What follows belongs to an exercise in optimizing a design on an open flow for small area and few clock cycles; a production flow would make more cautious choices. Function was checked by simulation only, so behaviour that the tests miss may differ from the original.

Setup of oak:
## rotated_span_address_generator_core
module rotated_span_address_generator_core (
    input  wire logic                        i_clk,
    input  wire logic                        i_rst_n,
    input  wire logic                        i_start,
    output logic                             o_busy,
    input  wire logic                        i_cfg_we,
    input  wire logic [2:0]                  i_cfg_index,
    input  wire logic [15:0]                 i_cfg_data,
    input  wire logic signed [15:0]          i_row_offset,
    input  wire logic signed [15:0]          i_column_offset,
    input  wire logic signed [15:0]          i_src_start_x,
    input  wire logic signed [15:0]          i_src_start_y,
    input  wire logic signed [31:0]          i_step_x,
    input  wire logic signed [31:0]          i_step_y,
    input  wire logic [rsag_pkg::LEN_W-1:0]  i_span_length,
    output logic                             o_valid,
  ...
make LEC_CHECK=0 ABC_AREA=1 CAP_MARGIN=20 CORE_MARGIN=2 CORE_UTILIZATION=60 CTS_BUF_LIST=sky130_fd_sc_hd__clkbuf_16 CTS_CLUSTER_DIAMETER=80 CTS_CLUSTER_SIZE=20 PLACE_DENSITY=0.75 SLEW_MARGIN=20 finish   # period 7.0 ns
run.sh (not shown) runs the stock make flow with config.mk's settings and CLKGATE_MAP_FILE= SYNTH_SCRIPT=/design/flow/synth_recipe.tcl, a recipe that flattens the netlist after the stock synthesis.
Testbench counts of oak, summed over its fixed seeds: cycles 125,535.
Setup changes, oak to pine
diff --git a/flow/config.mk b/flow/config.mk
--- a/flow/config.mk
+++ b/flow/config.mk
@@ -11 +11 @@
-export CORE_UTILIZATION = 60
+export CORE_UTILIZATION = 65
@@ -15 +14,0 @@
-export PLACE_DENSITY = 0.75
## What came out
- Across pine and oak, none had a timing, DRC or antenna violation.
- Side by side, non-clock buffer count in the final layout turned out higher in pine than in oak.
- [compare] base=oak new=pine: setup slack went down by 0.054 ns, die area went down by about 8%, placeable core region went down by 0.0041 sq mm.
- Register-to-register slack for pine: 0.09 ns down relative to oak
- The lower maximum number of pins on one net before global-route repair came out of oak.
- In terms of wire length of the first global-routing pass, oak and pine differ only marginally.

---

run A:
Another version of the RTL of rotated_span_address_generator_core (not shown whole).
Size: about 3800 cells after synthesis.
clock: 7.0 ns
lec_check: 0
cap_margin: 20
core_margin: 2
core_utilization: 40
slew_margin: 20
Testbench counts of run A, summed over its fixed seeds: cycles 126,883.
--- input diff run A..run B ---
Settings: changing CORE_UTILIZATION from 40 to 65; setting ABC_AREA to 1 for the first time; setting CTS_CLUSTER_SIZE to 30 for the first time; setting CTS_CLUSTER_DIAMETER to 100 for the first time; setting CTS_BUF_LIST to sky130_fd_sc_hd__clkbuf_16 for the first time.
Notes after the runs:
- Summary of run B over run A: routed wire length shrank by 7200 um; count of clock buffers in the final design shrank by 69%.
- Comparing run B and run A, cell count is higher on run A.
- Relative to run A, cell count after synthesis has increased by about 8% in run B.
- Of run B and run A, the lower required time reported for the critical path endpoint belongs to run B.
- Summary of run B over run A: data arrival at the endpoint of the critical path decreased 0.39 ns; core utilization higher.
The following lists how run C was set up differently from run B:
Settings: removing CTS_BUF_LIST (formerly sky130_fd_sc_hd__clkbuf_16); removing CTS_CLUSTER_DIAMETER (formerly 100); removing CTS_CLUSTER_SIZE (formerly 30); changing CORE_UTILIZATION from 65 to 40.
### Flow results
Cmp run B and run C / sequential share of layout area / lower: run C
In run C, the final-layout clock buffer total came out 60 above the value in run B.
Between run B and run C, the flow reports number of cells in the design after placement increasing by a little under 10%.
Compared to run B, run C shows a narrower setup margin.
Comparing post-route fraction of the period consumed by the critical path for run B and run C, the bigger number came from run C.
Changes observed in run C relative to run B: core area climbed 62%.
Delta (run C minus run B): pin slew with the least headroom to its limit decreased by 0.020 ns relative to the old numbers, clock skew dropped 0.0042 ns.

---

rotated_span_address_generator_core again, from the RTL that the note above started with.
Settings: LEC_CHECK=0, ABC_AREA=1, CAP_MARGIN=20, CORE_MARGIN=2, CORE_UTILIZATION=55, CTS_BUF_LIST=sky130_fd_sc_hd__clkbuf_4 sky130_fd_sc_hd__clkbuf_8, SLEW_MARGIN=20; clock period 7.0 ns.
Testbench counts at the start, summed over its fixed seeds: cycles 126,883.
Change:
- CORE_UTILIZATION: 55 -> 60
- CTS_BUF_LIST: sky130_fd_sc_hd__clkbuf_4 sky130_fd_sc_hd__clkbuf_8 -> sky130_fd_sc_hd__clkbuf_8
- CTS_CLUSTER_SIZE: not set -> 25
=>
- first-iteration DRC count is higher by 7.3%
- final area shrinks by 0.82%
- critical path depth came out lower by 1
- synthesized area does not change
- setup slack loses 0.0063 ns
- maximum frequency hardly moves
- core utilization grows by 5.3 points
Change:
- CORE_UTILIZATION: 60 -> 65
- CTS_BUF_LIST: sky130_fd_sc_hd__clkbuf_8 -> sky130_fd_sc_hd__clkbuf_16
- CTS_CLUSTER_DIAMETER: not set -> 60
- CTS_CLUSTER_SIZE: 25 -> 30
Result: The changed run passed the timing, DRC and antenna checks. Routed wire length goes down by a few percent. Clock skew goes down by 0.012 ns. Non-clock buffer count went up by 11.
Change:
- CTS_CLUSTER_DIAMETER: 60 -> 80
- CTS_CLUSTER_SIZE: 30 -> 20
The changed run produced a clean layout.
Hold slack gains 0.0038 ns.
First-iteration DRC count rises by 0.93%.
Register-to-register slack barely changes.
Sequential share of layout area rises by 0.37 points.

==> what the ideal ports hide <==
In the flow no input, the clock included, has a driving cell. The finished layouts below were timed again as built, in two steps.
Step 1 sets driving cells, clkbuf_16 on the clock port and buf_2 on the other inputs (assumed; they add their load-dependent delay and slew).
Step 2 times the ports against the registers' clock, not the clock port: input delays grow and output delays shrink by t, the midpoint of the rising clock arrivals with the driver on.
a / b / c = no drivers / after step 1 / after step 2; a / b = the first two.
| run | shift t [ns] | slack for setup (ns) | worst setup path at the end |
|---|---|---|---|
| oak | 0.637 | 0.446 / 0.481 / -0.151 | input to register |
| pine | 0.635 | 0.392 / 0.392 / -0.205 | input to register |
| run A | 0.709 | 0.285 / 0.304 / -0.405 | input to register |
| run B | 0.658 | 0.560 / 0.560 / -0.035 | input to register |
| run C | 0.691 | 0.457 / 0.499 / -0.192 | input to register |
| the first run of note 3 | 0.778 | 0.574 / 0.574 / -0.092 | input to register |
| the second run of note 3 | 0.759 | 0.568 / 0.568 / -0.041 | input to register |
| the third run of note 3 | 0.657 | 0.442 / 0.478 / -0.179 | input to register |
| the fourth run of note 3 | 0.649 | 0.552 / 0.552 / -0.029 | input to register |
With both steps, setup timing fails in every run listed, where it was met with ideal ports. The setup slack of run A, which loses most, moves by +0.019 ns with the drivers and by -0.690 ns with both steps.
